This is an optimization exercise on Yosys and OpenROAD, whose aim is small area and a short achievable clock period, not a production implementation. In this exercise RTL edits were held to simulation tests only and were not proved equivalent to the original. Power figures rest on the tool's default switching activity, not on a simulated workload.

==> flow/design.v <==
package mem_pkg;
   typedef logic [6-1:0] sram_addr_t;
   function automatic sram_addr_t ptr_next(input sram_addr_t ptr);
      ptr_next = ptr + 1'b1;
   endfunction
endpackage
package stream_pkg;
   typedef logic [16-1:0] sample_t;
   typedef struct packed
   {
      logic    last;    
      sample_t data;
   } buffer_word_t;
endpackage
`timescale 1ns/1ns
module sram_dual_port
#(
   parameter int address_width = 6
)
(
   input  logic                       sram_clock,
   input  logic [7:0]                 wr_lo,    
   input  logic [7:0]                 wr_hi,    
   input  stream_pkg::buffer_word_t   wr_word,
   input  logic [7:0]                 rd_lo,    
   input  logic [7:0]                 rd_hi,    
   output stream_pkg::buffer_word_t   rd_word
);
   localparam int depth = 1 << address_width;
   logic [16:0] ram [0:depth-1];
   always_ff @(posedge sram_clock)
   begin
      for (int i = 0; i < depth; i++)
      begin
         if (wr_hi[i/8] & wr_lo[i%8])
         begin
            ram[i] <= wr_word;
         end
      end
   end
   logic [16:0] rd_next;
   always_comb
   begin
      rd_next = '0;
      for (int i = 0; i < depth; i++)
      begin
         rd_next = rd_next | (ram[i] & {(16+1){rd_hi[i/8] & rd_lo[i%8]}});
      end
   end
   always_ff @(posedge sram_clock)
   begin
      rd_word <= rd_next;
   end
endmodule
`timescale 1ns/1ns
module frame_writer
(
   input  logic                 sram_clock,
   input  logic                 rst,
   input  logic                 in_valid,
   input  logic                 in_last,
   input  stream_pkg::sample_t  in_data,
   input  mem_pkg::sram_addr_t  read_ptr,
   output mem_pkg::sram_addr_t  commit_ptr,
   output logic                 frame_dropped,
   output logic [7:0]               mem_wr_lo,
   output logic [7:0]               mem_wr_hi,
   output stream_pkg::buffer_word_t mem_wr_word
);
   mem_pkg::sram_addr_t   wr_ptr;      
   mem_pkg::sram_addr_t   next_ptr;
   logic         discarding;  
   logic         full;
   stream_pkg::buffer_word_t in_word;
   assign next_ptr = mem_pkg::ptr_next(wr_ptr);
   assign full = (next_ptr == read_ptr);
   assign in_word.last = in_last;
   assign in_word.data = in_data;
   assign mem_wr_word = in_word;
   always_ff @(posedge sram_clock)
   begin
      if (rst)
      begin
         wr_ptr        <= '0;
         mem_wr_lo     <= 8'b0000_0001;
         mem_wr_hi     <= 8'b0000_0001;
         commit_ptr    <= '0;
         discarding    <= 1'b0;
         frame_dropped <= 1'b0;
      end
      else
      begin
         frame_dropped <= 1'b0;
         if (in_valid)
         begin
            if (discarding)
            begin
               if (in_last)
               begin
                  discarding <= 1'b0;  
               end
            end
            else if (full)
            begin
               wr_ptr        <= commit_ptr;
               mem_wr_lo     <= 8'b0000_0001 << commit_ptr[2:0];
               mem_wr_hi     <= 8'b0000_0001 << commit_ptr[5:3];
               frame_dropped <= 1'b1;
               discarding    <= !in_last;
            end
            else
            begin
               wr_ptr    <= next_ptr;
               mem_wr_lo <= {mem_wr_lo[6:0], mem_wr_lo[7]};
               if (mem_wr_lo[7])
               begin
                  mem_wr_hi <= {mem_wr_hi[6:0], mem_wr_hi[7]};
               end
               if (in_last)
               begin
                  commit_ptr <= next_ptr;  
               end
            end
         end
      end
   end
endmodule
`timescale 1ns/1ns
module frame_reader
(
   input  logic                 sram_clock,
   input  logic                 rst,
   input  logic                 hold,
   input  mem_pkg::sram_addr_t  commit_ptr,
   output mem_pkg::sram_addr_t  read_ptr,
   output logic                 out_valid,
   output logic                 out_last,
   output stream_pkg::sample_t  out_data,
   output logic [7:0]           mem_rd_lo,
   output logic [7:0]           mem_rd_hi,
   input  stream_pkg::buffer_word_t mem_rd_word
);
   logic fetch;
   logic pending;
   assign pending = (read_ptr != commit_ptr);
   assign fetch = pending && !hold;
   always_ff @(posedge sram_clock)
   begin
      if (rst)
      begin
         read_ptr  <= '0;
         mem_rd_lo <= 8'b0000_0001;
         mem_rd_hi <= 8'b0000_0001;
         out_valid <= 1'b0;
      end
      else
      begin
         out_valid <= fetch;  
         if (fetch)
         begin
            read_ptr  <= mem_pkg::ptr_next(read_ptr);
            mem_rd_lo <= {mem_rd_lo[6:0], mem_rd_lo[7]};
            if (mem_rd_lo[7])
            begin
               mem_rd_hi <= {mem_rd_hi[6:0], mem_rd_hi[7]};
            end
         end
      end
   end
   assign out_data = mem_rd_word.data;
   assign out_last = mem_rd_word.last;
endmodule
`timescale 1ns/1ns
module frame_buffer_top
(
   input  logic                 sram_clock,
   input  logic                 rst,
   input  logic                 in_valid,
   input  logic                 in_last,
   input  logic                 hold,
   input  stream_pkg::sample_t  in_data,
   output logic                 out_valid,
   output logic                 out_last,
   output logic                 frame_dropped,
   output stream_pkg::sample_t  out_data
);
   mem_pkg::sram_addr_t commit_ptr;  
   mem_pkg::sram_addr_t read_ptr;
   logic [7:0]               wr_lo;
   logic [7:0]               wr_hi;
   stream_pkg::buffer_word_t wr_word;
   logic [7:0]               rd_lo;
   logic [7:0]               rd_hi;
   stream_pkg::buffer_word_t rd_word;
   frame_writer frame_writer_i
   (
      .sram_clock    (sram_clock),
      .rst           (rst),
      .in_valid      (in_valid),
      .in_last       (in_last),
      .in_data       (in_data),
      .read_ptr      (read_ptr),
      .commit_ptr    (commit_ptr),
      .frame_dropped (frame_dropped),
      .mem_wr_lo      (wr_lo),
      .mem_wr_hi      (wr_hi),
      .mem_wr_word    (wr_word)
   );
   sram_dual_port
   #(
      .address_width (6)
   )
   sram_dual_port_i
   (
      .sram_clock (sram_clock),
      .wr_lo      (wr_lo),
      .wr_hi      (wr_hi),
      .wr_word    (wr_word),
      .rd_lo      (rd_lo),
      .rd_hi      (rd_hi),
      .rd_word    (rd_word)
   );
   frame_reader frame_reader_i
   (
      .sram_clock (sram_clock),
      .rst        (rst),
      .hold       (hold),
      .commit_ptr (commit_ptr),
      .read_ptr   (read_ptr),
      .out_valid  (out_valid),
      .out_last   (out_last),
      .out_data   (out_data),
      .mem_rd_lo      (rd_lo),
      .mem_rd_hi      (rd_hi),
      .mem_rd_word    (rd_word)
   );
endmodule
==> flow/run.sh <==
#!/bin/bash
# synth_recipe.tcl (not shown) runs the flow's synth.tcl, then flattens the netlist and writes it again
# the make line also repeats each setting of config.mk as NAME=value (left out here)
make -C /OpenROAD-flow-scripts/flow DESIGN_CONFIG=/design/flow/config.mk WORK_HOME=/design/flow/orfs CLKGATE_MAP_FILE= SYNTH_SCRIPT=/design/flow/synth_recipe.tcl finish
==> flow/config.mk <==
export PLATFORM = sky130hd
export DESIGN_NAME = frame_buffer_top
export DESIGN_NICKNAME = frame_buffer_top
export VERILOG_FILES = /design/flow/design.v
export SDC_FILE = /design/flow/constraint.sdc
export NUM_CORES = 4
export LEC_CHECK = 0
export ABC_AREA = 1
export CAP_MARGIN = 20
export CORE_MARGIN = 2
export CORE_UTILIZATION = 55
export CTS_CLUSTER_DIAMETER = 60
export CTS_CLUSTER_SIZE = 30
export SETUP_SLACK_MARGIN = 2.0
export SLEW_MARGIN = 20
==> flow/constraint.sdc <==
create_clock -name core_clock -period 4.0 [get_ports {sram_clock}]
set_input_delay 0.8000 -clock core_clock [delete_from_list [all_inputs] [get_ports {sram_clock}]]
set_output_delay 0.8000 -clock core_clock [all_outputs]
set_load 0.01 [all_outputs]
==> key figures, run 1 <==
Job
  • Max_cap viols: 0

Final layout
  • Area grow syn2layout: 16.3%
  • Final Net Count: ~3500
  • Final non-filler cell total: 4614
  • Layout cell share with drive strength beyond 1: 18.7%

Min path
  • Hold Crit Depth: 2
  • Worst min-delay path class: flip-flop to flip-flop
  • Worst Hold Endpoint: frame_writer_i.wr_ptr[2]
  • Hold Startpoint: frame_writer_i.commit_ptr[2]

Clock network
  • Clock transition at path regs: roughly 0.090 ns
  • CTS tree: built
  • H-tree depth: 3
  • Clock Sink Count: 1158
  • TritonCTS buffer count: 74
  • Clock root buffer: clkbuf_16
  • Clock latency (worst-skew pair): about 0.68 ns
  • Max clock buf depth: 3

Setup path
  • Reg2reg end: sram_dual_port_i.rd_word[15]
  • Most frequent CP cell: nand4_1
  • Crit start category: flip-flop
  • R2R depth: 8
  • CP Capture Type: flip-flop
  • Worst path arrival time: roughly 2.6 ns
  • Crit Path Max Fanout: 10
  • Worst R2R Start: frame_reader_i.mem_rd_hi[1]
  • Critical path data required time: 4.55 ns
  • Critical-path top delay cell: dfxtp_4
  • Max stage delay on crit path: 0.39 ns
  • Worst path cell trace: nand2_2, clkinv_4, buf_6, nand2_1, nand4_1, nor3_4, nand4_1, or2_4
  • WS Path Type: flip-flop to flip-flop
  • R2R setup slack: 1.93 ns

Global route
  • First-pass GRT wire length: 233000 um
  • Initial antenna violation count: 4
  • GRT Util Overall: 43.0%
  • Largest net degree at the start of global routing: 65
  • Vias in the first global route: 27900
  • Remaining Overflow, GRT: 0

Floorplan
  • Die Wd: between 200 and 300 um
  • Starting Density: between 50% and 60%
  • Die height: between 200 and 300 um
  • Core Region: 78600 sq um
  • Site Rows: 103
  • Die area: about 81000 sq um
  • IO Pins: 40

Drt
  • Initial DRT Pass Iterations: 5
  • DRC Markers: 0
  • Drt wl/cell: 38.1 um
  • Total Wirelength: 176000 um
  • Number of DRC markers in iteration 0: ~5600
  • Vias per cell: 6.65
  • DRT antenna net count: 0
  • DR vias: roughly 30000

Timing
  • Unrepaired setup endpoints after global routing: yes
  • Period utilisation layout: approximately half
  • Max-slew headroom: 19.6%
  • Fin. max-slew vios: 0
  • Setup violations, final: 0
  • Clock skew: 0.0404 ns
  • Transition time of the tightest slew-check pin: about 1.2 ns
  • Endpoints failing hold: 0
  • Hold_ws: 0.529 ns
  • Min Clock Period, post-route: about 2.1 ns
  • Setup TNS: 0 ns
  • Max Clk Rate: 0.484 GHz

Synth
  • Cell taking the most area after synthesis: edfxtp_1
  • Synthesized flop and latch total: 1158
  • Post-synth top area share: 75.2%
  • Yosys cell types: 35
  • Mapped Avg Cell Area: 13.5 sq um
  • Cell Area, Synth: 43500 sq um
  • Largest cells by area after synthesis: edfxtp_1 75%, nand2_1 9.7%, nand4_1 3.4%
  • Seq/Total Area, Yosys: just under 80%
  • Syn nets: between 3000 and 4000
  • Post-synthesis cell count: 3222
  • Syn. warnings: 4

Power
  • Worst VDD drop: 0.436 mV
  • Lkg Pwr: 17.5 nW
  • Power Density: 508 nW/um^2

Placed design
  • Post-detail-place hpwl: 103000 um
  • Final Wtd Congestion: 0.972
  • Dpl cells: around 4400
  • Buffers on Ports: 39

Outcome
  • Outcome: timing/DRC/antenna clean
-- synth_stat cells, drive strengths merged --
master	count
nand2	1128
edfxtp	1088
nand4	236
a22o	114
nor2	108
inv	105
clkbuf	97
dfxtp	70
clkinv	64
nor3	59
nand3	48
a21oi	25
nor4	25
o21ai	22
buf	15
nand3b	4
or2	4
xor2	4
a31oi	2
ha	2
and2	1
o211ai	1
-- worst max-delay path, delay by kind of cell (launching register included) --
family                 cells  cell delay (ns)
buffers and inverters      2             0.24
DFF                        1             0.39
and+or+nand+nor            6             1.32
-- per-layer routing --
metal | wire (um) | GRT usage (%) | vias up | part of all wire [%]
li1 | - | - | 12100 | -
met1 | 61100 | 58.3 | 15300 | 35
met2 | 75300 | 62.5 | 2699 | 43
met3 | 26900 | 12.6 | 576 | 15
met4 | 12500 | 24.2 | 8 | 7.1
met5 | 134 | 0.814 | - | 0.076
-- where the power goes --
| group | switching [mW] | leakage [nW] | internal, mW |
|---|---|---|---|
| clock network | 4.68 | 1.28 | 3.96 |
| registers | 0.375 | 10.4 | 13.9 |
| logic | 2.01 | 5.82 | 0.743 |
| total | 7.06 | 17.5 | 18.6 |
-- sequential cells by signal, indices dropped and copies added (netlist names) --
register,cells
sram_dual_port_i.ram,1088
frame_reader_i.mem_rd_hi,8
frame_reader_i.read_ptr,6
frame_writer_i.mem_wr_hi,8
frame_writer_i.discarding,1
frame_writer_i.commit_ptr,6
frame_reader_i.out_valid,1
frame_writer_i.mem_wr_lo,8
frame_writer_i.wr_ptr,6
frame_writer_i.frame_dropped,1
sram_dual_port_i.rd_word,17
frame_reader_i.mem_rd_lo,8
-- stage by stage --
step / power (mW) / cell area [sq um] / utilization [%] / setup WS (ns)
4_1_cts: 25.3 / 49500 / 62.9 / 1.97
2_1_floorplan: 15.3 / 43500 / - / 2.12
5_1_grt: 26.1 / 50500 / 64.3 / 1.92
3_5_place_dp: 16.9 / 45800 / 58.3 / 0.906
3_3_place_gp: 16.8 / 45800 / 58.3 / 0.793
6_report: 25.7 / 50500 / 64.3 / 1.93
-- worst max path at each step --
stage | cells past startpoint | startpoint | end | slack [ns]
finish | 8 | frame_reader_i.mem_rd_hi[1] | sram_dual_port_i.rd_word[15] | 1.93
global route | 13 | frame_writer_i.wr_ptr[0] | frame_writer_i.mem_wr_hi[2] | 1.92
CTS | 7 | frame_reader_i.mem_rd_hi[5] | sram_dual_port_i.rd_word[12] | 1.97
detailed placement | 8 | frame_reader_i.mem_rd_lo[2] | sram_dual_port_i.rd_word[12] | 0.91
global placement | 6 | frame_reader_i.mem_rd_lo[1] | sram_dual_port_i.rd_word[9] | 0.79
floorplan | 14 | frame_writer_i.wr_ptr[0] | frame_writer_i.wr_ptr[5] | 2.12
-- final cells by class --
class,instances,area [sq um]
antenna,3,7.51
clock buffer,80,1930
clock inverter,58,724
fill,5874,28100
inverter,169,835
multi-input combinational,1787,8830
sequential,1158,34200
tap,1050,1310
timing repair buffer,306,2700
timing repair inverter,3,16.3
-- logic make-up (layout without fill, tap and decap cells) --
family	after synthesis	count (layout)	synth area share [%]
other cells	0	3	0
fa+ha+maj	2	2	0.0576
flops	1158	1158	78.4
xor+xnor	4	4	0.0806
compound gates	164	164	2.91
simple gates	1613	1617	16.0
buf+inv	281	616	2.54
-- timing repair --
item,4_1_cts,5_1_grt
buffers inserted,44,60
cloned,2,6
gates resized for setup,286,145
hold buffers,0,0
endpoints found under the setup margin,114,63
pin swaps,22,54
-- layout by cell type (no fill, tap or decap), types with 33 or more instances in the layout --
master	netlist	layout
edfxtp_1	1088	1088
nand2_1	1120	1084
nand4_1	236	236
buf_4	0	212
a22o_1	114	114
nor2_1	104	90
clkbuf_16	0	76
inv_1	102	62
nand3_1	46	42
clkinv_1	64	38
nand2_2	7	37
dfxtp_1	70	34
clkinv_4	0	33
nor3_1	59	33
==> inputs of run 2 (changes only) <==
--- a/flow/config.mk
+++ b/flow/config.mk
@@ -12,4 +12,4 @@
 export CTS_CLUSTER_DIAMETER = 60
 export CTS_CLUSTER_SIZE = 30
-export SETUP_SLACK_MARGIN = 2.0
+export SETUP_SLACK_MARGIN = 1.8
 export SLEW_MARGIN = 20
==> run 2 against run 1 <==
- combinational power shrank 7%
- sequential power is essentially flat
- clock power is essentially flat
- final area shrank 2.9%
- synthesized cell count is the same
- clock-buffer cell count is the same
- setup slack lost 0.16 ns
- global-route usage shrank 0.29 points
==> key figures, run 2 <==
Outcome
  • Outcome: timing/DRC/antenna clean

Floorplan
  • Core Region: 78600 sq um
  • Die Wd: 285 um
  • Die area: 81300 sq um
  • Die height: 285 um
  • Site Rows: 103
  • IO Pins: 40
  • Starting Density: 55.3%

Placed design
  • Final Wtd Congestion: 0.972
  • Buffers on Ports: 39
  • Post-detail-place hpwl: around 100000 um
  • Dpl cells: 4361
  • Post-DP Area: between 40000 and 50000 sq um

Setup path
  • WS Path Type: flip-flop to flip-flop
  • R2R setup slack: 1.78 ns
  • Crit start category: flip-flop
  • Reg2reg end: sram_dual_port_i.rd_word[4]
  • Worst path arrival time: 2.77 ns
  • CP Capture Type: flip-flop
  • R2R depth: 7
  • Worst R2R Start: frame_reader_i.mem_rd_hi[7]
  • Crit Path Max Fanout: 9
  • Critical path data required time: 4.55 ns

Global route
  • Vias in the first global route: 27600
  • Remaining Overflow, GRT: 0
  • First-pass GRT wire length: 232000 um
  • Largest net degree at the start of global routing: 65
  • GRT Util Overall: 42.7%
  • Initial antenna violation count: 8

Clock network
  • TritonCTS buffer count: 74
  • CTS tree: built
  • Max clock buf depth: 3
  • H-tree depth: 3
  • Clock root buffer: clkbuf_16
  • Clock Sink Count: 1158
  • Clock transition at path regs: about 0.090 ns
  • Clock latency (worst-skew pair): 0.68 ns

Drt
  • Initial DRT Pass Iterations: 6
  • DR vias: 30100
  • Drt wl/cell: about 38 um
  • DRT antenna net count: 0
  • Vias per cell: 6.64
  • DRC Markers: 0
  • Number of DRC markers in iteration 0: between 5000 and 6000
  • Total Wirelength: about 170000 um

Synth
  • Cell Area, Synth: 43500 sq um
  • Largest cells by area after synthesis: edfxtp_1 75%, nand2_1 9.7%, nand4_1 3.4%
  • Post-synth ARST share: 0%
  • Post-synth top area share: 75.2%
  • Mapped Avg Cell Area: 13.5 sq um
  • Main synth FF type: edfxtp_1
  • EDFF count, synth: 1088
  • Synthesized flop and latch total: ~1200
  • Syn nets: 3245
  • Syn. warnings: 4
  • Yosys cell types: 35
  • Post-synthesis cell count: 3222
  • Commonest cells in the netlist: 1120 x nand2_1, 1088 x edfxtp_1, 236 x nand4_1
  • Count leader, synth: nand2_1
  • Cell taking the most area after synthesis: edfxtp_1
  • Seq/Total Area, Yosys: between 70% and 80%

Timing
  • Fin. max-slew vios: 0
  • Unrepaired setup endpoints after global routing: yes
  • Hold_ws: 0.527 ns
  • Endpoints failing hold: 0
  • Period utilisation layout: 55.6%
  • Clock skew: 0.0419 ns
  • Transition time of the tightest slew-check pin: roughly 1.2 ns
  • Max Clk Rate: 0.450 GHz
  • Min Clock Period, post-route: 2.22 ns
  • Setup violations, final: 0
  • Setup TNS: 0 ns
  • Max-slew headroom: 20.1%

Final layout
  • Max FFs per register: 1088
  • Final Util: 62.4%
  • Post-route cell area: around 50000 sq um
  • Top flop regs: sram_dual_port_i.ram (1088), sram_dual_port_i.rd_word (17)
  • Most frequent cells in the layout: 1115 x nand2_1, 1088 x edfxtp_1, 236 x nand4_1
  • Final Net Count: 3431
  • Layout cell share with drive strength beyond 1: 13.3%
  • Most common cell after layout, fill and taps aside: nand2_1
  • Area grow syn2layout: 12.9%
  • Biggest register: sram_dual_port_i.ram
  • Final non-filler cell total: ~4500

Min path
  • Hold Crit Depth: 2
  • Hold Startpoint: frame_writer_i.wr_ptr[1]
  • Worst Hold Endpoint: frame_writer_i.wr_ptr[1]
  • Worst min-delay path class: flip-flop to flip-flop

Power
  • Worst VDD drop: 0.453 mV
  • Power Density: slightly above 500 nW/um^2
  • Lkg Pwr: 16.9 nW

Job
  • Max_cap viols: 0
[run 2: cell types whose count changed in the layout (fill, tap and decap cells not counted), moves of 10 or more]
| cell | change |
|---|---|
| buf_12 | -23 |
| nand2_2 | -27 |
| nor3_1 | +12 |
| nor3_2 | -10 |
| buf_4 | -47 |
| buf_6 | -15 |
| nand2_1 | +31 |
| buf_2 | -16 |
| dlygate4sd2_1 | +18 |
| dfxtp_4 | -20 |
| dfxtp_1 | +14 |
[run 2: power by group]
group | internal [mW] | switching [mW] | leakage, nW | total, mW
Combinational | 0.632 | 1.91 | 5.16 | 2.55
Clock | 3.96 | 4.68 | 1.28 | 8.64
Sequential | 13.9 | 0.366 | 10.4 | 14.2
[run 2: layout make-up]
cell class              count  area (sq um)
diodes                      4          10.0
multi-input cells        1785          8490
well taps                1050          1310
fillers                  6017         29500
clock inverters            58           724
repair buffers            220          1750
clock buffers              80          1930
flip-flops and latches   1158         34100
inverters                 169           771
[run 2: cells by family after synthesis]
logic type,synth area share [%]
AOI/OAI and AO/OA,2.91
xor gates and xnor gates,0.0806
adders and majority gates,0.0576
buffers and inverters,2.54
DFF,78.4
and+or+nand+nor,16.0
[run 2: worst max-delay path, stage by stage (launching register included)]
cell      delay [ns]
dfxtp_1         0.42
nand2_1         0.20
clkinv_4        0.22
buf_4           0.23
a22o_1          0.20
nor3_2          0.21
nand4_1         0.27
or2_2           0.35
[run 2: worst max-delay path by stage]
stage | from | end | slack, ns
global route | frame_reader_i.mem_rd_lo[3] | sram_dual_port_i.rd_word[12] | 1.71
detailed placement | frame_reader_i.mem_rd_lo[2] | sram_dual_port_i.rd_word[12] | 0.91
finish | frame_reader_i.mem_rd_hi[7] | sram_dual_port_i.rd_word[4] | 1.78
floorplan | frame_writer_i.wr_ptr[0] | frame_writer_i.wr_ptr[5] | 2.12
global placement | frame_reader_i.mem_rd_lo[1] | sram_dual_port_i.rd_word[9] | 0.79
CTS | frame_reader_i.mem_rd_hi[5] | sram_dual_port_i.rd_word[12] | 1.59
[run 2: per-stage QoR]
step,power [mW],setup slack (ns)
after floorplan,15.3,2.12
after global placement,16.8,0.793
after detailed placement,16.9,0.906
after CTS,25.2,1.59
after global routing,25.8,1.71
final,25.4,1.78
[run 2: per-layer routing]
metal | part of all wire [%] | GRT usage (%) | vias up
met4 | 6.4 | 24.0 | 8
met1 | 35 | 58.1 | 14900
met5 | 0.054 | 0 | -
met3 | 15 | 12.3 | 495
li1 | - | - | 11900
met2 | 43 | 62.2 | 2709
[run 2: what timing repair did]
action | 4_1_cts | 5_1_grt
endpoints found under the setup margin | 84 | 62
hold buffers | 0 | 0
resized for setup | 117 | 48
endpoints found under the hold margin | 0 | 0
pin swaps | 7 | 13
gates cloned | 1 | 1
buffers inserted | 5 | 14
==> inputs of run 3 (changes only) <==
--- a/flow/design.v
+++ b/flow/design.v
@@ -39,11 +39,28 @@
       end
    end
-   logic [16:0] rd_next;
+   localparam int W = 16 + 1;
+   logic [W-1:0]        grp [0:depth/8-1];
+   logic [W-1:0]        rd_next;
+   for (genvar k = 0; k < depth/8; k++)
+   begin : g_rd
+      logic [8*W-1:0] slots;
+      for (genvar j = 0; j < 8; j++)
+      begin : g_slot
+         assign slots[j*W +: W] = ram[k*8 + j];
+      end
+      sram_read_group read_group_i
+      (
+         .hi    (rd_hi[k]),
+         .lo    (rd_lo),
+         .slots (slots),
+         .word  (grp[k])
+      );
+   end
    always_comb
    begin
       rd_next = '0;
-      for (int i = 0; i < depth; i++)
-      begin
-         rd_next = rd_next | (ram[i] & {(16+1){rd_hi[i/8] & rd_lo[i%8]}});
+      for (int k = 0; k < depth/8; k++)
+      begin
+         rd_next = rd_next | grp[k];
       end
    end
@@ -51,4 +68,20 @@
    begin
       rd_word <= rd_next;
+   end
+endmodule
+module sram_read_group
+(
+   input  logic                          hi,
+   input  logic [7:0]                    lo,
+   input  logic [8*(16+1)-1:0] slots,
+   output logic [16:0]       word
+);
+   always_comb
+   begin
+      word = '0;
+      for (int j = 0; j < 8; j++)
+      begin
+         word = word | (slots[j*(16+1) +: (16+1)] & {(16+1){hi & lo[j]}});
+      end
    end
 endmodule
--- a/flow/config.mk
+++ b/flow/config.mk
@@ -6,5 +6,4 @@
 export NUM_CORES = 4
 export LEC_CHECK = 0
-export ABC_AREA = 1
 export CAP_MARGIN = 20
 export CORE_MARGIN = 2
@@ -12,4 +11,5 @@
 export CTS_CLUSTER_DIAMETER = 60
 export CTS_CLUSTER_SIZE = 30
-export SETUP_SLACK_MARGIN = 1.8
+export SETUP_SLACK_MARGIN = 2.0
 export SLEW_MARGIN = 20
+export SYNTH_HIERARCHICAL = 1
==> run 3 against run 2 <==
- die area grew 0.54%
- final cell count is 21% lower
- register-to-register slack gained 0.14 ns
- combinational power rose by 98%
- hold slack improved by 0.0058 ns
- routed wire length fell by 29%
- critical path depth is the same
- clock-buffer cell count shrank 1
- sequential cell count stayed put
- fmax rose by 6.7%
- via count decreased by 20%
- global-route usage fell by 13 points
==> key figures, run 3 <==
Setup path
  • Crit Path Max Fanout: 7
  • Reg2reg end: frame_writer_i.mem_wr_hi[1]
  • R2R depth: 7
  • Max stage delay on crit path: about 0.52 ns
  • Worst path cell trace: ha_4, xnor2_4, xor2_1, and4_4, nand2_8, or4b_1, a31oi_1
  • CP Capture Type: flip-flop
  • Bufs and invs on worst path: 0
  • Crit start category: flip-flop
  • Worst path arrival time: 2.66 ns
  • Family with the most delay on the worst path: simple AND/OR/NAND/NOR gates
  • R2R setup slack: 1.92 ns
  • Critical path data required time: 4.57 ns
  • WS Path Type: flip-flop to flip-flop
  • Critical-path top delay cell: or4b_1
  • Worst R2R Start: frame_writer_i.wr_ptr[0]

Timing
  • Endpoints failing hold: 0
  • Max Clk Rate: 0.480 GHz
  • Unrepaired setup endpoints after global routing: yes
  • Max-slew headroom: roughly a quarter
  • Clock skew: 0.0301 ns
  • Fin. max-slew vios: 0
  • Period utilisation layout: between 50% and 60%
  • Setup TNS: 0 ns
  • Hold_ws: 0.533 ns
  • Min Clock Period, post-route: 2.08 ns
  • Transition time of the tightest slew-check pin: 1.11 ns
  • Setup violations, final: 0

Drt
  • DR vias: 24000
  • Drt wl/cell: 34.3 um
  • DRC Markers: 0
  • Number of DRC markers in iteration 0: 2704
  • Total Wirelength: 122000 um
  • Initial DRT Pass Iterations: 6
  • Vias per cell: 6.74
  • DRT antenna net count: 0

Clock network
  • Clock Sink Count: around 1200
  • Clock root buffer: clkbuf_16
  • H-tree depth: 3
  • TritonCTS buffer count: 76
  • Max clock buf depth: 3
  • CTS tree: built
  • Clock transition at path regs: ~0.09 ns
  • Clock latency (worst-skew pair): 0.66 ns

Placed design
  • Buffers on Ports: 39
  • Final Wtd Congestion: 0.812
  • Post-detail-place hpwl: between 60000 and 70000 um

Floorplan
  • Starting Density: 55.4%
  • Die area: 81700 sq um
  • Core Region: 78900 sq um
  • Die Wd: 286 um
  • Site Rows: 103
  • IO Pins: 40
  • Die height: 286 um

Min path
  • Hold Crit Depth: 2
  • Worst min-delay path class: flip-flop to flip-flop
  • Hold Startpoint: frame_reader_i.mem_rd_hi[2]
  • Worst Hold Endpoint: frame_reader_i.mem_rd_hi[3]

Global route
  • Vias in the first global route: 23200
  • Initial antenna violation count: 2
  • Remaining Overflow, GRT: 0
  • First-pass GRT wire length: 172000 um
  • GRT Util Overall: 29.6%
  • Largest net degree at the start of global routing: 66

Final layout
  • Final Net Count: 2465
  • Most frequent cells in the layout: 1088 x edfxtp_1, 458 x a22oi_1, 89 x buf_4
  • Top flop regs: sram_dual_port_i.ram (1088), sram_dual_port_i.rd_word (17)
  • Max FFs per register: 1088
  • Area grow syn2layout: 12.0%
  • Biggest register: sram_dual_port_i.ram
  • Most common cell after layout, fill and taps aside: edfxtp_1
  • Layout cell share with drive strength beyond 1: ~24%

Synth
  • Post-synth top area share: 74.8%
  • Post-synthesis cell count: between 2000 and 2500
  • Syn nets: 2388
  • Syn. warnings: 13
  • Post-synth ARST share: 0%
  • Seq/Total Area, Yosys: between 70% and 80%
  • Yosys cell types: 56
  • Synthesized flop and latch total: 1158
  • EDFF count, synth: 1088
  • Commonest cells in the netlist: 1088 x edfxtp_1, 496 x a22oi_1, 129 x a41oi_1
  • Cell Area, Synth: 43700 sq um
  • Mapped Avg Cell Area: ~18 sq um
  • Cell taking the most area after synthesis: edfxtp_1
  • Largest cells by area after synthesis: edfxtp_1 75%, a22oi_1 8.5%, dfxtp_1 3.2%
  • Count leader, synth: edfxtp_1
  • Main synth FF type: edfxtp_1

Power
  • Lkg Pwr: ~15 nW
  • Worst VDD drop: 0.503 mV
  • Power Density: 599 nW/um^2

Outcome
  • Outcome: timing/DRC/antenna clean

Job
  • Max_cap viols: 0
==> run 3: cell types whose count changed after synthesis, moves of 58 or more <==
| cell | before | now |
|---|---|---|
| a41oi_1 | 0 | 129 |
| a22oi_1 | 0 | 496 |
| a22o_1 | 114 | 0 |
| nand2_1 | 1120 | 50 |
| nor2_1 | 104 | 19 |
| and2_1 | 0 | 66 |
| inv_1 | 102 | 6 |
| buf_6 | 5 | 92 |
| clkbuf_1 | 97 | 12 |
| buf_4 | 0 | 58 |
| nand4_1 | 236 | 1 |
==> run 3: modules after synthesis (local to each module, per instance), a selection <==
module	area (sq um)	flops+latches	cells
frame_writer	1710	30	199
frame_reader	1160	23	122
sram_read_group	892	0	103
==> run 3: area by class of cell <==
type,instances,area (sq um)
diodes,3,7.51
clock buffers,79,1930
clock inverters,63,806
fillers,5618,29900
inverters,14,61.3
multi-input cells,1009,8720
flip-flops and latches,1158,34100
well taps,1050,1310
repair buffers,183,1940
==> run 3: kinds of logic after synthesis <==
group / Yosys count / synth area share, %
DFF: 1158 / 78.0
buffers and inverters: 203 / 4.45
muxes: 29 / 0.684
xor gates and xnor gates: 17 / 0.407
and+or+nand+nor: 215 / 2.81
adders and majority gates: 2 / 0.0573
AOI/OAI and AO/OA: 741 / 13.6
==> run 3: report_power, final <==
part	internal, mW	leakage, nW	switching (mW)	total, mW
combinational	1.70	2.75	3.36	5.06
sequential	14.9	10.5	0.782	15.6
clock	4.00	1.32	4.61	8.61
==> run 3: worst max path at each step <==
stage | from | endpoint | slack, ns | depth (start not counted)
after floorplan | frame_writer_i.wr_ptr[2] | frame_writer_i.wr_ptr[4] | 2.02 | 8
after global placement | frame_reader_i.mem_rd_lo[6] | sram_dual_port_i.rd_word[7] | 1.02 | 5
after detailed placement | frame_reader_i.mem_rd_lo[6] | sram_dual_port_i.rd_word[1] | 1.16 | 5
after CTS | frame_reader_i.mem_rd_lo[2] | sram_dual_port_i.rd_word[1] | 1.88 | 5
after global routing | frame_writer_i.wr_ptr[0] | frame_writer_i.mem_wr_hi[4] | 1.85 | 7
final | frame_writer_i.wr_ptr[0] | frame_writer_i.mem_wr_hi[1] | 1.92 | 7
==> run 3: worst min-delay path, delay by kind of cell, from the launching register on <==
| kind | cells | cell delay, ns |
|---|---|---|
| multiplexers | 1 | 0.07 |
| flip-flops | 1 | 0.34 |
| AND/OR/NAND/NOR | 1 | 0.08 |
==> run 3: stage by stage <==
step | cell area [sq um] | power (mW) | worst slack (ns) | instances | util (%)
after CTS | 48200 | 29.0 | 1.88 | 3531 | 61.1
final | 48900 | 29.3 | 1.92 | 3559 | 62.0
after floorplan | 43700 | 18.5 | 2.02 | 2365 | -
after detailed placement | 44100 | 20.1 | 1.16 | 3333 | 56.0
after global placement | 44100 | 20.0 | 1.02 | 3332 | 55.9
after global routing | 48900 | 30.2 | 1.85 | 3556 | 62.0
==> run 3: what timing repair did <==
| item | in CTS | in global routing |
|---|---|---|
| endpoints found under the setup margin | 1118 | 71 |
| hold buffers | 0 | 0 |
| gates resized for setup | 253 | 91 |
| pin swaps | 28 | 61 |
| buffers inserted | 51 | 21 |
| cloned | 5 | 3 |
==> run 3: layer usage <==
metal / GRT usage [%] / up-vias / share of wire (%)
met2: 49.4 / 1040 / 50
met1: 40.2 / 12700 / 40
li1: - / 10000 / -
met3: 3.40 / 216 / 6.7
met5: 0 / - / 0
met4: 11.9 / 0 / 4.2
==> inputs of run 4 (changes only) <==
--- a/flow/config.mk
+++ b/flow/config.mk
@@ -11,5 +11,5 @@
 export CTS_CLUSTER_DIAMETER = 60
 export CTS_CLUSTER_SIZE = 30
-export SETUP_SLACK_MARGIN = 2.0
+export SETUP_SLACK_MARGIN = 2.3
 export SLEW_MARGIN = 20
 export SYNTH_HIERARCHICAL = 1
==> run 4 against run 3 <==
- clock power increased by 1%
- final cell count increased by 1.9%
- sequential power about the same
- largest power group unchanged
- setup slack improved by 0.039 ns
- critical endpoint is now sram_dual_port_i.rd_word[5]
- routed wire length increased by 14%
- synthesized cell count unchanged
- global-route usage increased by 4.1 points
- sequential share of layout area decreased by 4.2 points
- clock-buffer cell count increased by 2
- via count increased by 6.1%
- highest routed layer is now met5
==> key figures, run 4 <==
Final layout
  • Final Net Count: 2537
  • Layout cell share with drive strength beyond 1: 36.0%
  • Area occupied by multi-input gates: 10300 sq um
  • Fill cells: 5210
  • Final Util: 66.1%
  • Top flop regs: sram_dual_port_i.ram (1088), sram_dual_port_i.rd_word (17)
  • Max FFs per register: 1088
  • FF+latch area: ~34000 sq um
  • Area grow syn2layout: 19.3%
  • Most frequent cells in the layout: 1088 x edfxtp_1, 307 x a22oi_1, 237 x a22oi_2
  • Biggest register: sram_dual_port_i.ram
  • Most common cell after layout, fill and taps aside: edfxtp_1

Synth
  • Commonest cells in the netlist: 1088 x edfxtp_1, 496 x a22oi_1, 129 x a41oi_1
  • Syn nets: 2388
  • Cell taking the most area after synthesis: edfxtp_1
  • EDFF count, synth: 1088
  • Count leader, synth: edfxtp_1
  • Cell Area, Synth: 43700 sq um
  • Mapped Avg Cell Area: 18.5 sq um
  • Main synth FF type: edfxtp_1
  • Post-synth ARST share: 0%
  • Post-synthesis cell count: between 2000 and 2500
  • Seq/Total Area, Yosys: 78.0%
  • Syn. warnings: 13
  • Yosys cell types: 56
  • Synthesized flop and latch total: approximately 1200
  • Largest cells by area after synthesis: edfxtp_1 75%, a22oi_1 8.5%, dfxtp_1 3.2%
  • Post-synth top area share: 74.8%

Power
  • Worst VDD drop: 0.430 mV
  • Lkg Pwr: 15.4 nW
  • Combinational Power Share: roughly 21%
  • Sequential share of power: 51.2%
  • Clock share of power: between 20% and 30%
  • Power Density: 590 nW/um^2
  • Final Power: approximately 31 mW
  • Sw Share: slightly above 30%
  • Int Pwr: 21.4 mW
  • Sw Pwr: 9.37 mW

Global route
  • Vias in the first global route: 24500
  • GRT Util Overall: 33.7%
  • Largest net degree at the start of global routing: 65
  • Initial antenna violation count: 5
  • First-pass GRT wire length: 192000 um
  • Remaining Overflow, GRT: 0

Drt
  • Total Wirelength: 139000 um
  • Vias per cell: 7.01
  • DRT antenna net count: 0
  • DR vias: 25400
  • DRC Markers: 0
  • Drt wl/cell: 38.2 um
  • Number of DRC markers in iteration 0: 3449
  • Initial DRT Pass Iterations: 6

Clock network
  • Clock Sink Count: 1158
  • CTS tree: built
  • TritonCTS buffer count: 76
  • H-tree depth: 3
  • Clock latency (worst-skew pair): 0.68 ns
  • Clock transition at path regs: around 0.11 ns
  • Max clock buf depth: 3
  • Clock root buffer: clkbuf_16

Timing
  • Endpoints failing hold: 0
  • Unrepaired setup endpoints after global routing: yes
  • Transition time of the tightest slew-check pin: approximately 1.2 ns
  • Max-slew headroom: 19.2%
  • Setup TNS: 0 ns
  • Setup violations, final: 0
  • Clock skew: approximately 0.033 ns
  • Fin. max-slew vios: 0
  • Min Clock Period, post-route: approximately 2 ns
  • Max Clk Rate: 0.489 GHz
  • Period utilisation layout: 51.1%

Setup path
  • CP Capture Type: flip-flop
  • Crit Path Max Fanout: 5
  • WS Path Type: flip-flop to flip-flop
  • Worst R2R Start: frame_reader_i.mem_rd_lo[2]
  • Worst path arrival time: 2.61 ns
  • Crit start category: flip-flop
  • Critical path data required time: between 4 and 5 ns
  • Critical path origin: frame_reader_i.mem_rd_lo[2]

Job
  • Max_cap viols: 0

Placed design
  • Buffers on Ports: 39
  • Post-detail-place hpwl: between 60000 and 70000 um
  • Final Wtd Congestion: 0.815

Floorplan
  • Starting Density: 55.4%
  • Site Rows: between 100 and 150
  • Die area: 81700 sq um
  • Die Wd: 286 um
  • Core Region: ~79000 sq um
  • IO Pins: 40
  • Die height: 286 um

Min path
  • Hold Startpoint: frame_reader_i.mem_rd_hi[2]
  • Worst min-delay path class: flip-flop to flip-flop

Outcome
  • Outcome: timing/DRC/antenna clean
run 4: per-stage QoR:
stage          hold slack (ns)  instance area [sq um]  worst slack (ns)  std cells
6_report                 0.506                  52100              1.96       3628
5_1_grt                  0.530                  52100              1.91       3627
4_1_cts                  0.505                  51500              1.96       3611
3_5_place_dp             0.487                  44100              1.05       3326
3_3_place_gp             0.476                  44100              1.03       3325
2_1_floorplan            0.452                  43800              2.04       2365
run 4: power by group through the flow:
stage / clock network (mW) / registers, mW / logic, mW
after global placement: 0 / 16.0 / 3.84
after detailed placement: 0 / 16.1 / 3.90
after floorplan: 0 / 15.4 / 3.11
final: 8.70 / 15.8 / 6.30
after global routing: 9.18 / 15.8 / 6.55
after CTS: 8.75 / 15.7 / 5.94
run 4: layer usage:
layer	part of all wire, %	wire (um)	up-vias	GRT usage [%]
met3	8.9	12300	293	6.44
li1	-	-	10200	-
met1	38	52800	13400	45.4
met5	0.017	23	-	0
met4	5.2	7250	4	15.0
met2	48	66300	1501	54.1
run 4: logic make-up (layout without fill, tap and decap cells):
logic type      Yosys count  after routing  synth area share [%]
flops                  1158           1158                  78.0
compound gates          741            743                  13.6
simple gates            215            217                  2.81
buf+inv                 203            410                  4.45
mux                      29             29                 0.684
xor+xnor                 17             18                 0.407
fa+ha+maj                 2              2                0.0573
other cells               0              1                     0
run 4: final timing paths:
kind	to	slack (ns)	cells after the start
worst max-delay path	sram_dual_port_i.rd_word[5]	1.96	7
worst min-delay path	frame_reader_i.mem_rd_hi[3]	0.51	2
worst max register to register	sram_dual_port_i.rd_word[5]	1.96	7
worst min register to register	frame_reader_i.mem_rd_hi[3]	0.51	2
run 4: layout make-up:
class / instances / share of cell area (%)
timing repair inverter: 1 / 0.00960
tap: 1050 / 2.52
sequential: 1158 / 65.6
clock buffer: 81 / 3.70
clock inverter: 60 / 1.51
antenna: 1 / 0.00480
inverter: 14 / 0.132
multi-input combinational: 1009 / 19.7
timing repair buffer: 254 / 6.87
run 4: repair_timing:
item / 4_1_cts / 5_1_grt
buffers inserted: 107 / 12
hold buffers: 0 / 0
endpoints found under the setup margin: 1177 / 86
hold endpoints to repair: 0 / 0
resized for setup: 639 / 90
pin swaps: 181 / 74
gates cloned: 37 / 4
run 4: worst max-delay path, cell delays in order, from the launching register on:
cell,delay (ns)
dfxtp_4,0.40
buf_12,0.17
buf_6,0.13
buf_16,0.14
a22oi_2,0.23
a41oi_2,0.23
nor4_4,0.52
nand2_1,0.11
run 4: modules after synthesis, one instance, submodules excluded, a selection:
module	copies in the design	area, sq um
frame_reader	1	1160
sram_read_group	8	892
frame_writer	1	1710
==> inputs of run 5 (changes only) <==
--- a/flow/config.mk
+++ b/flow/config.mk
@@ -8,8 +8,8 @@
 export CAP_MARGIN = 20
 export CORE_MARGIN = 2
-export CORE_UTILIZATION = 55
+export CORE_UTILIZATION = 62
 export CTS_CLUSTER_DIAMETER = 60
 export CTS_CLUSTER_SIZE = 30
-export SETUP_SLACK_MARGIN = 2.3
+export SETUP_SLACK_MARGIN = 2.0
 export SLEW_MARGIN = 20
 export SYNTH_HIERARCHICAL = 1
==> run 5 against run 4 <==
- still clean
- sequential power about the same
- register-to-register slack got worse by 0.08 ns
- sequential share of layout area increased by 5.0 points
- critical path depth unchanged
- via count decreased by 5.5%
- fmax decreased by 3.8%
- first-iteration DRC count decreased by 7.2%
- critical path type unchanged
- largest cell class unchanged
- largest power group unchanged
==> key figures, run 5 <==
Final layout
  • Final Net Count: between 2000 and 2500
  • Top flop regs: sram_dual_port_i.ram (1088), sram_dual_port_i.rd_word (17)
  • Most common cell after layout, fill and taps aside: edfxtp_1
  • Final non-filler cell total: 3439
  • Area grow syn2layout: 10.7%
  • Layout cell share with drive strength beyond 1: 22.9%
  • Biggest register: sram_dual_port_i.ram
  • Most frequent cells in the layout: 1088 x edfxtp_1, 463 x a22oi_1, 108 x buf_4
  • Max FFs per register: between 1000 and 1500

Placed design
  • Dpl cells: roughly 3200
  • Post-detail-place hpwl: 63800 um
  • Post-Place Setup Slack: 1.13 ns
  • Buffers on Ports: 39
  • Final Wtd Congestion: roughly 0.81

Drt
  • Number of DRC markers in iteration 0: 3200
  • Vias per cell: 6.99
  • DR vias: 24000
  • DRC Markers: 0
  • Total Wirelength: between 100000 and 150000 um
  • Drt wl/cell: 35.5 um
  • DRT antenna net count: 0
  • Initial DRT Pass Iterations: 5

Setup path
  • Worst path arrival time: about 2.7 ns
  • R2R setup slack: between 1.5 and 2 ns
  • CP Capture Type: flip-flop
  • Crit start category: flip-flop
  • Critical path origin: frame_writer_i.wr_ptr[2]
  • WS Path Type: flip-flop to flip-flop
  • Reg2reg end: frame_writer_i.mem_wr_hi[4]
  • Crit Path Max Fanout: 8
  • Worst R2R Start: frame_writer_i.wr_ptr[2]
  • R2R depth: 7
  • Critical path data required time: 4.56 ns

Timing
  • Clock skew: 0.0340 ns
  • Unrepaired setup endpoints after global routing: yes
  • Setup violations, final: 0
  • Transition time of the tightest slew-check pin: 1.17 ns
  • Period utilisation layout: 53.1%
  • Min Clock Period, post-route: 2.12 ns
  • Fin. max-slew vios: 0
  • Max Clk Rate: 0.471 GHz
  • PnR worst setup slack: 1.88 ns
  • Endpoints failing hold: 0
  • Setup TNS: 0 ns
  • Max-slew headroom: 21.8%

Power
  • Power Density: roughly 590 nW/um^2
  • Lkg Pwr: 14.3 nW
  • Worst VDD drop: 0.456 mV
  • Final Power: 28.7 mW

Synth
  • Post-synth ARST share: 0%
  • Seq/Total Area, Yosys: between 70% and 80%
  • Post-synthesis cell count: 2365
  • EDFF count, synth: 1088
  • Main synth FF type: edfxtp_1
  • Synthesized flop and latch total: 1158
  • Syn. warnings: 13
  • Mapped Avg Cell Area: between 15 and 20 sq um
  • Syn nets: 2388
  • Count leader, synth: edfxtp_1
  • Cell Area, Synth: ~44000 sq um
  • Post-synth top area share: 74.8%
  • Largest cells by area after synthesis: edfxtp_1 75%, a22oi_1 8.5%, dfxtp_1 3.2%
  • Cell taking the most area after synthesis: edfxtp_1
  • Commonest cells in the netlist: 1088 x edfxtp_1, 496 x a22oi_1, 129 x a41oi_1
  • Yosys cell types: 56

Job
  • Max_cap viols: 0

Clock network
  • Post-CTS Hold Buffers: 0
  • Clock transition at path regs: roughly 0.1 ns
  • Clock latency (worst-skew pair): 0.65 ns
  • TritonCTS buffer count: 69
  • Clock root buffer: clkbuf_16
  • Max clock buf depth: 3
  • Clock Sink Count: 1158
  • CTS tree: built
  • H-tree depth: 3

Outcome
  • Outcome: timing/DRC/antenna clean

Min path
  • Worst Hold Endpoint: frame_reader_i.mem_rd_hi[2]
  • Hold Startpoint: frame_reader_i.mem_rd_hi[1]
  • Worst min-delay path class: flip-flop to flip-flop
  • Hold Crit Depth: 2

Floorplan
  • Site Rows: 97
  • Starting Density: between 60 and 70%
  • Die Wd: 269 um
  • Core Region: roughly 70000 sq um
  • Die height: 269 um
  • Die area: ~73000 sq um
  • IO Pins: 40

Global route
  • GRT Util Overall: 33.3%
  • Remaining Overflow, GRT: 0
  • Initial antenna violation count: 5
  • Vias in the first global route: 23200
  • Largest net degree at the start of global routing: 66
  • First-pass GRT wire length: 171000 um
-- run 5: cell counts after synthesis --
Identical to the previous run, type by type.
-- run 5: layout make-up --
cell class / instances / area, sq um
Clock inverter: 47 / 538
Clock buffer: 80 / 1840
Inverter: 14 / 71.3
Timing Repair inverter: 1 / 5.00
Timing Repair Buffer: 190 / 1930
Tap cell: 940 / 1180
Multi-Input combinational cell: 1008 / 8650
Fill cell: 4545 / 21500
Sequential cell: 1158 / 34100
Antenna cell: 1 / 2.50
-- run 5: how the worst max path moves through the flow --
stage | endpoint | slack [ns] | cells after the start
floorplan | frame_writer_i.wr_ptr[4] | 2.02 | 8
global placement | sram_dual_port_i.rd_word[5] | 1.07 | 5
detailed placement | sram_dual_port_i.rd_word[16] | 1.13 | 5
CTS | sram_dual_port_i.rd_word[16] | 1.85 | 4
global route | frame_writer_i.mem_wr_hi[4] | 1.85 | 7
finish | frame_writer_i.mem_wr_hi[4] | 1.88 | 7
-- run 5: stage by stage --
stage                     utilization (%)  hold WS (ns)  area [sq um]
after global routing                 69.2         0.541         48400
after detailed placement             62.9         0.492         44000
after global placement               62.9         0.476         43900
final                                69.2         0.500         48400
after floorplan                         -         0.452         43700
after CTS                            68.2         0.503         47600
-- run 5: critical path: stages, from the launching register on --
cell,delay (ns)
dfxtp_4,0.41
and3_4,0.22
and3_4,0.19
xnor3_2,0.32
buf_12,0.15
nand2_8,0.06
or4b_1,0.48
a31oi_1,0.21
-- run 5: logic make-up (layout without fill, tap and decap cells) --
family / after synthesis / after routing / synth area share [%]
DFF: 1158 / 1158 / 78.0
and+or+nand+nor: 215 / 218 / 2.81
adders and majority gates: 2 / 2 / 0.0573
xor gates and xnor gates: 17 / 17 / 0.407
muxes: 29 / 29 / 0.684
AOI/OAI and AO/OA: 741 / 742 / 13.6
buffers and inverters: 203 / 332 / 4.45
other: 0 / 1 / 0
-- run 5: routing by layer --
metal  track usage [%]  vias to the layer above  part of all wire, %  wire, um
li1                  -                    10000                    -         -
met1              45.4                    12600                   38     46400
met2              55.2                     1259                   50     61200
met3              4.35                      209                  7.8      9490
met4              13.3                        0                  4.1      5010
met5                 0                        -                    0         0
-- run 5: power breakdown --
group / internal [mW] / leakage, nW / switching [mW]
Combinational: 1.77 / 2.74 / 3.45
Clock: 3.71 / 1.15 / 4.21
Sequential: 14.9 / 10.5 / 0.762
Total: 20.3 / 14.3 / 8.42
-- run 5: modules after synthesis (local to each module, per instance), excerpt --
| module | copies in the design | cell area, sq um | cells inside |
|---|---|---|---|
| frame_reader | 1 | 1160 | 122 |
| frame_writer | 1 | 1710 | 199 |
| sram_read_group | 8 | 892 | 103 |
-- run 5: repair_timing --
| item | CTS | global route |
|---|---|---|
| pin swaps | 19 | 40 |
| cloned | 2 | 3 |
| gates resized for setup | 214 | 97 |
| endpoints found under the setup margin | 1071 | 51 |
| endpoints found under the hold margin | 0 | 0 |
| setup buffers | 55 | 23 |
==> inputs of run 6 (changes only) <==
--- a/flow/config.mk
+++ b/flow/config.mk
@@ -8,5 +8,5 @@
 export CAP_MARGIN = 20
 export CORE_MARGIN = 2
-export CORE_UTILIZATION = 62
+export CORE_UTILIZATION = 50
 export CTS_CLUSTER_DIAMETER = 60
 export CTS_CLUSTER_SIZE = 30
==> run 6 against run 5 <==
- still clean
- global-route usage fell by 5.5 points
- non-clock buffer count rose by 36
- via count rose by 2.0%
- final area rose by 3.5%
- hold slack improved by 0.038 ns
- critical path type unchanged
- largest cell class unchanged
==> key figures, run 6 <==
Drt
  • DRT antenna net count: 0
  • Vias per cell: approximately 6.6
  • Drt wl/cell: ~35 um
  • Initial DRT Pass Iterations: 5
  • DRC Markers: 0
  • Number of DRC markers in iteration 0: 3283
  • Total Wirelength: 129000 um
  • DR vias: 24500

Synth
  • Mapped Avg Cell Area: 18.5 sq um
  • EDFF count, synth: 1088
  • Count leader, synth: edfxtp_1
  • Yosys cell types: 56
  • Syn nets: between 2000 and 2500
  • Post-synthesis cell count: between 2000 and 2500
  • Main synth FF type: edfxtp_1
  • Commonest cells in the netlist: 1088 x edfxtp_1, 496 x a22oi_1, 129 x a41oi_1
  • Cell Area, Synth: 43700 sq um
  • Seq/Total Area, Yosys: 78.0%
  • Largest cells by area after synthesis: edfxtp_1 75%, a22oi_1 8.5%, dfxtp_1 3.2%
  • Syn. warnings: 13
  • Post-synth top area share: ~75%
  • Synthesized flop and latch total: 1158
  • Cell taking the most area after synthesis: edfxtp_1
  • Post-synth ARST share: 0%

Power
  • Final Power: around 30 mW
  • Worst VDD drop: 0.411 mV
  • Lkg Pwr: 14.9 nW
  • Power Density: 604 nW/um^2

Final layout
  • Max FFs per register: around 1100
  • Biggest register: sram_dual_port_i.ram
  • Layout cell share with drive strength beyond 1: 28.1%
  • Post-route cell area: between 50000 and 60000 sq um
  • Most common cell after layout, fill and taps aside: edfxtp_1
  • Top flop regs: sram_dual_port_i.ram (1088), sram_dual_port_i.rd_word (17)
  • Final Net Count: 2511
  • Most frequent cells in the layout: 1088 x edfxtp_1, 415 x a22oi_1, 129 x a22oi_2
  • Area grow syn2layout: 14.5%

Timing
  • Transition time of the tightest slew-check pin: 1.14 ns
  • Min Clock Period, post-route: 2.09 ns
  • Endpoints failing hold: 0
  • Setup TNS: 0 ns
  • Unrepaired setup endpoints after global routing: yes
  • Max Clk Rate: 0.479 GHz
  • Setup violations, final: 0
  • Clock skew: 0.0351 ns
  • Max-slew headroom: a little under a quarter
  • Fin. max-slew vios: 0
  • PnR worst setup slack: 1.91 ns
  • Period utilisation layout: 52.2%

Clock network
  • H-tree depth: 3
  • Clock latency (worst-skew pair): 0.66 ns
  • Clock root buffer: clkbuf_16
  • Post-CTS Hold Buffers: 0
  • TritonCTS buffer count: between 70 and 80
  • Clock transition at path regs: 0.09 ns
  • Max clock buf depth: 3
  • Clock Sink Count: 1158
  • CTS tree: built

Global route
  • First-pass GRT wire length: 176000 um
  • Remaining Overflow, GRT: 0
  • Initial antenna violation count: 6
  • Largest net degree at the start of global routing: 66
  • GRT Util Overall: 27.8%
  • Vias in the first global route: ~23000

Setup path
  • Crit start category: flip-flop
  • Critical path destination: sram_dual_port_i.rd_word[16]
  • WS Path Type: flip-flop to flip-flop
  • Worst path arrival time: 2.63 ns
  • Worst R2R Start: frame_reader_i.mem_rd_lo[0]
  • CP Capture Type: flip-flop
  • R2R setup slack: 1.91 ns
  • Reg2reg end: sram_dual_port_i.rd_word[16]
  • R2R depth: 7
  • Crit Path Max Fanout: 12
  • Critical path origin: frame_reader_i.mem_rd_lo[0]
  • Critical path data required time: about 4.5 ns

Floorplan
  • Starting Density: 50.4%
  • Die Wd: 300 um
  • IO Pins: 40
  • Core Region: 86800 sq um
  • Die area: roughly 90000 sq um
  • Site Rows: 108
  • Die height: roughly 300 um

Min path
  • Hold Crit Depth: 2
  • Worst min-delay path class: flip-flop to flip-flop

Placed design
  • Post-detail-place hpwl: 68000 um
  • Post-Place Setup Slack: 1.11 ns
  • Buffers on Ports: 39
  • Final Wtd Congestion: 0.845
  • Post-DP Area: 44400 sq um

Job
  • Max_cap viols: 0

Outcome
  • Outcome: timing/DRC/antenna clean
-- run 6: cell counts after synthesis --
No cell type changed its count.
-- run 6: cell type report --
class                   instances  area, sq um
clock buffers                  83         2000
multi-input cells            1011         9250
repair buffers                226         2370
clock inverters                60          776
fillers                      6471        36700
flip-flops and latches       1158        34100
diodes                          1         2.50
well taps                    1155         1450
inverters                      14         65.1
-- run 6: per-layer routing --
metal	GRT usage (%)	part of all wire, %	wire length [um]	up-vias
met3	5.32	9.2	11900	210
met5	0	0	0	-
met2	45.0	48	61700	1213
li1	-	-	-	10100
met1	38.5	39	50500	12900
met4	8.90	3.7	4780	0
-- run 6: worst max-delay path: stages, from the launching register on --
cell	delay [ns]
dfxtp_4	0.45
buf_12	0.18
buf_16	0.16
a22oi_1	0.31
a41oi_2	0.32
nor4_2	0.25
buf_4	0.22
nand2_1	0.07
-- run 6: kinds of logic (layout without fill, tap and decap cells) --
logic type | Yosys count | after routing | share of synthesized area [%]
fa+ha+maj | 2 | 2 | 0.0573
mux | 29 | 29 | 0.684
flops | 1158 | 1158 | 78.0
other cells | 0 | 1 | 0
xor+xnor | 17 | 18 | 0.407
buf+inv | 203 | 383 | 4.45
compound gates | 741 | 743 | 13.6
simple gates | 215 | 219 | 2.81
-- run 6: where the power goes --
part           total, mW  internal (mW)  switching, mW  leakage, nW
Sequential          15.7           14.9          0.837         10.5
Clock               8.78           4.20           4.57         1.35
Combinational       5.76           2.06           3.70         3.07
Total               30.2           21.1           9.11         14.9
-- run 6: modules after synthesis (local to each module, per instance), excerpt --
module	cells	times used	flops+latches
frame_reader	122	1	23
sram_read_group	103	8	0
frame_writer	199	1	30
-- run 6: per-stage QoR --
step / hold WS [ns] / util (%) / cells
floorplan: 0.452 / - / 2365
global placement: 0.501 / 51.2 / 3455
detailed placement: 0.514 / 51.2 / 3458
CTS: 0.528 / 56.3 / 3667
global route: 0.567 / 57.7 / 3707
finish: 0.538 / 57.7 / 3708
-- run 6: repair_timing --
| item | 4_1_cts | 5_1_grt |
|---|---|---|
| gates resized for setup | 255 | 158 |
| buffers inserted | 61 | 32 |
| gates cloned | 5 | 8 |
| setup endpoints to repair | 1161 | 187 |
| pin swaps | 45 | 72 |
-- run 6: how the worst min path moves through the flow --
stage | from | endpoint | slack (ns)
after floorplan | frame_reader_i.mem_rd_hi[7] | frame_reader_i.mem_rd_hi[7] | 0.45
after global placement | frame_reader_i.mem_rd_hi[3] | frame_reader_i.mem_rd_hi[3] | 0.50
after detailed placement | frame_writer_i.wr_ptr[0] | frame_writer_i.wr_ptr[0] | 0.51
after CTS | frame_writer_i.discarding | frame_writer_i.discarding | 0.53
after global routing | frame_writer_i.discarding | frame_writer_i.discarding | 0.57
final | frame_writer_i.discarding | frame_writer_i.discarding | 0.54
==> inputs of run 7 (changes only) <==
--- a/flow/design.v
+++ b/flow/design.v
@@ -102,9 +102,8 @@
 );
    mem_pkg::sram_addr_t   wr_ptr;      
-   mem_pkg::sram_addr_t   next_ptr;
+   mem_pkg::sram_addr_t   next_ptr;    
    logic         discarding;  
    logic         full;
    stream_pkg::buffer_word_t in_word;
-   assign next_ptr = mem_pkg::ptr_next(wr_ptr);
    assign full = (next_ptr == read_ptr);
    assign in_word.last = in_last;
@@ -116,4 +115,5 @@
       begin
          wr_ptr        <= '0;
+         next_ptr      <= mem_pkg::ptr_next('0);
          mem_wr_lo     <= 8'b0000_0001;
          mem_wr_hi     <= 8'b0000_0001;
@@ -137,4 +137,5 @@
             begin
                wr_ptr        <= commit_ptr;
+               next_ptr      <= mem_pkg::ptr_next(commit_ptr);
                mem_wr_lo     <= 8'b0000_0001 << commit_ptr[2:0];
                mem_wr_hi     <= 8'b0000_0001 << commit_ptr[5:3];
@@ -145,4 +146,5 @@
             begin
                wr_ptr    <= next_ptr;
+               next_ptr  <= mem_pkg::ptr_next(next_ptr);
                mem_wr_lo <= {mem_wr_lo[6:0], mem_wr_lo[7]};
                if (mem_wr_lo[7])
--- a/flow/config.mk
+++ b/flow/config.mk
@@ -8,5 +8,5 @@
 export CAP_MARGIN = 20
 export CORE_MARGIN = 2
-export CORE_UTILIZATION = 50
+export CORE_UTILIZATION = 55
 export CTS_CLUSTER_DIAMETER = 60
 export CTS_CLUSTER_SIZE = 30
==> run 7 against run 6 <==
- still clean on timing, DRC and antenna
- area after synthesis is 0.17% higher
- fmax is 2.2% lower
- hold slack worse by 0.019 ns
- non-clock buffer count is 13 lower
- combinational power is about 10% lower
- global-route usage is 2.4 points higher
- synthesized cell count is 0.97% higher
- die area is 8.8% lower
- setup slack worse by 0.047 ns
- critical path type unchanged
- largest cell class unchanged
- largest power group unchanged
==> key figures, run 7 <==
Floorplan
  • Die Wd: 286 um
  • Die area: a little over 80000 sq um
  • Starting Density: 55.5%
  • Die height: between 200 and 300 um
  • Site Rows: 103
  • Core Region: 78900 sq um
  • IO Pins: 40

Power
  • Power Density: 589 nW/um^2
  • Worst VDD drop: 0.524 mV
  • Lkg Pwr: 14.6 nW

Setup path
  • Critical path origin: frame_reader_i.mem_rd_lo[6]
  • CP Capture Type: flip-flop
  • Critical path destination: sram_dual_port_i.rd_word[3]
  • R2R setup slack: 1.87 ns
  • Crit start category: flip-flop
  • R2R depth: 6
  • Bufs and invs on worst path: 2
  • Critical-path top delay cell: nor4_4
  • Worst path cell trace: buf_4, buf_12, a22oi_1, a41oi_1, nor4_4, nand2_1
  • Worst R2R Start: frame_reader_i.mem_rd_lo[6]
  • WS Path Type: flip-flop to flip-flop
  • Family with the most delay on the worst path: simple AND/OR/NAND/NOR gates
  • Critical path data required time: 4.51 ns
  • Max stage delay on crit path: about 0.57 ns
  • Worst path arrival time: 2.64 ns
  • Crit Path Max Fanout: 16
  • CP Depth: 6
  • Reg2reg end: sram_dual_port_i.rd_word[3]

Clock network
  • CTS tree: built
  • Clock latency (worst-skew pair): 0.65 ns
  • Max clock buf depth: 3
  • Clock transition at path regs: 0.11 ns
  • Clock Sink Count: between 1000 and 1500
  • Post-CTS Hold Buffers: 0
  • TritonCTS buffer count: 72
  • Clock root buffer: clkbuf_16
  • H-tree depth: 3

Synth
  • Post-synth ARST share: 0%
  • Post-synthesis cell count: 2388
  • Commonest cells in the netlist: 1088 x edfxtp_1, 496 x a22oi_1, 128 x a41oi_1
  • Seq/Total Area, Yosys: 77.8%
  • Syn nets: 2411
  • Main synth FF type: edfxtp_1
  • Syn. warnings: 13
  • Largest cells by area after synthesis: edfxtp_1 75%, a22oi_1 8.5%, dfxtp_1 3.2%
  • Mapped Avg Cell Area: 18.3 sq um
  • Yosys cell types: 56
  • Count leader, synth: edfxtp_1
  • Cell Area, Synth: 43800 sq um
  • Post-synth top area share: 74.6%
  • Cell taking the most area after synthesis: edfxtp_1
  • EDFF count, synth: 1088
  • Synthesized flop and latch total: 1158

Final layout
  • Most frequent cells in the layout: 1088 x edfxtp_1, 435 x a22oi_1, 112 x buf_4
  • Fill cells: roughly 5500
  • Area grow syn2layout: 12.7%
  • Most common cell after layout, fill and taps aside: edfxtp_1
  • Top flop regs: sram_dual_port_i.ram (1088), sram_dual_port_i.rd_word (17)
  • Final Net Count: 2505
  • Layout cell share with drive strength beyond 1: 25.9%
  • Biggest register: sram_dual_port_i.ram
  • Max FFs per register: 1088

Global route
  • Largest net degree at the start of global routing: 66
  • Vias in the first global route: 23400
  • Initial antenna violation count: 2
  • First-pass GRT wire length: between 150000 and 200000 um
  • GRT Util Overall: between 30 and 40%
  • Remaining Overflow, GRT: 0

Drt
  • Total Wirelength: 128000 um
  • Met3 Wirelength: 10000 um
  • Number of DRC markers in iteration 0: 3532
  • DR WL met2: 62900 um
  • DRC Markers: 0
  • Drt wl/cell: about 36 um
  • Metal-1 WL: between 50000 and 60000 um
  • Initial DRT Pass Iterations: 6
  • DRT antenna net count: 0
  • Vias per cell: 6.88
  • Top Metal Used: met5
  • DR vias: 24700

Timing
  • Fin. max-slew vios: 0
  • Transition time of the tightest slew-check pin: 1.14 ns
  • Max-slew headroom: 24.1%
  • Setup violations, final: 0
  • Max Clk Rate: 0.468 GHz
  • Min Clock Period, post-route: about 2.1 ns
  • Hold_ws: between 0.5 and 0.6 ns
  • Endpoints failing hold: 0
  • Clock skew: between 0.03 and 0.04 ns
  • Period utilisation layout: between 50% and 60%
  • Setup TNS: 0 ns
  • Unrepaired setup endpoints after global routing: yes

Min path
  • Worst min-delay path class: flip-flop to flip-flop
  • Hold Startpoint: frame_reader_i.mem_rd_hi[5]

Placed design
  • Buffers on Ports: 39
  • Post-detail-place hpwl: 65400 um
  • Final Wtd Congestion: between 0.8 and 0.9

Job
  • Max_cap viols: 0

Outcome
  • Outcome: timing/DRC/antenna clean
-- run 7: cell types whose count changed after synthesis, moves of 4 or more --
cell | previous run | this run
a211oi_1 | 7 | 3
and3b_1 | 4 | 0
nor2_1 | 19 | 30
clkbuf_1 | 12 | 18
o21ai_0 | 18 | 13
nand2_1 | 50 | 65
nand4b_1 | 3 | 7
a311oi_1 | 0 | 6
-- run 7: what timing repair did --
action                                 4_1_cts  5_1_grt
gates cloned                                 3        6
buffers inserted                            54       38
setup endpoints to repair                  979       64
gates resized for setup                    208      154
endpoints found under the hold margin        0        0
pin swaps                                   19       65
-- run 7: through the flow --
stage	area, sq um	cells	power (mW)	worst slack [ns]	util, %
CTS	48000	3548	28.5	1.89	60.9
finish	49300	3594	29.1	1.87	62.6
detailed placement	44300	3357	19.8	1.26	56.1
global placement	44200	3357	19.7	0.981	56.1
floorplan	43800	2388	18.2	1.85	-
global route	49300	3592	29.8	1.85	62.6
-- run 7: how the worst min path moves through the flow --
stage                                             end  slack, ns  cells after the start
after floorplan           frame_reader_i.mem_rd_hi[7]       0.45                      2
after global placement    frame_reader_i.mem_rd_hi[1]       0.48                      2
after detailed placement  frame_reader_i.mem_rd_hi[3]       0.49                      2
after CTS                 frame_reader_i.mem_rd_hi[3]       0.51                      2
after global routing      frame_reader_i.mem_rd_hi[7]       0.53                      2
final                     frame_reader_i.mem_rd_hi[6]       0.52                      2
-- run 7: cells by family after synthesis --
group | after synthesis | share of synthesized area, %
fa+ha+maj | 2 | 0.0572
buf+inv | 206 | 4.45
compound gates | 734 | 13.6
xor+xnor | 14 | 0.297
flops | 1158 | 77.8
mux | 30 | 0.706
simple gates | 244 | 3.05
-- run 7: cell type report --
class                           count  area, sq um  area share (%)
Antenna cell                        2         5.00          0.0101
Timing Repair Buffer              213         2290            4.64
Inverter                           12         58.8           0.119
Sequential cell                  1158        34200            69.2
Clock buffer                       83         1960            3.97
Clock inverter                     51          654            1.33
Tap cell                         1050         1310            2.66
Multi-Input combinational cell   1025         8900            18.0
-- run 7: modules after synthesis, one instance, submodules excluded, excerpt --
module	flip-flops and latches	cells
frame_writer	30	222
frame_reader	23	122
sram_read_group	0	103
-- run 7: worst register-to-register path: stages, from the launching register on --
cell	delay, ns
dfxtp_4	0.42
buf_4	0.16
buf_12	0.17
a22oi_1	0.23
a41oi_1	0.36
nor4_4	0.57
nand2_1	0.11
-- run 7: where the power goes --
part	switching [mW]	total (mW)	internal [mW]
combinational	3.38	5.16	1.78
sequential	0.678	15.5	14.8
clock	4.40	8.45	4.05
total	8.46	29.1	20.6
-- run 7: routing by layer --
metal  global-route usage (%)  up-vias
met5                        0        -
met4                     10.7        2
met3                     3.63      206
met2                     49.9     1310
met1                     42.0    13100
li1                         -    10100

[separate check: timing with driven ports]
How much do the figures lean on ideal ports? The routed layouts below were timed once more, with nothing changed but the port constraints.
Step 1: set_driving_cell puts a clkbuf_16 on sram_clock and a buf_2 on each other input, an assumption about the parent block.
Step 2 adds t to the input delays and takes it off the output delays; t is the mean of the earliest and latest rising clock arrival at the registers after step 1. Input paths then give back, and output paths get back, about the clock's delay inside the block.
a / b / c = ideal / step 1 / step 2; a / b = the first two.
run | t (ns) | slack for setup (ns) | worst hold slack (ns) | worst setup path after step 2
run 1 | 0.735 | 1.935 / 1.919 / 1.424 | 0.529 / 0.529 / 0.529 | input to register
run 2 | 0.734 | 1.778 / 1.746 / 1.327 | 0.527 / 0.527 / 0.527 | input to register
run 3 | 0.713 | 1.917 / 1.917 / 1.395 | 0.533 / 0.533 / 0.533 | input to register
run 4 | 0.736 | 1.956 / 1.891 / 1.593 | 0.506 / 0.506 / 0.506 | input to register
run 5 | 0.710 | 1.877 / 1.877 / 1.400 | 0.500 / 0.500 / 0.500 | input to register
run 6 | 0.709 | 1.913 / 1.913 / 1.447 | 0.538 / 0.538 / 0.538 | input to register
run 7 | 0.704 | 1.865 / 1.865 / 1.327 | 0.519 / 0.519 / 0.519 | input to register
After both steps setup and hold are still met in every run listed. The setup slack of run 7, which loses most, moves by 0.000 ns with the drivers and by -0.538 ns with both steps.
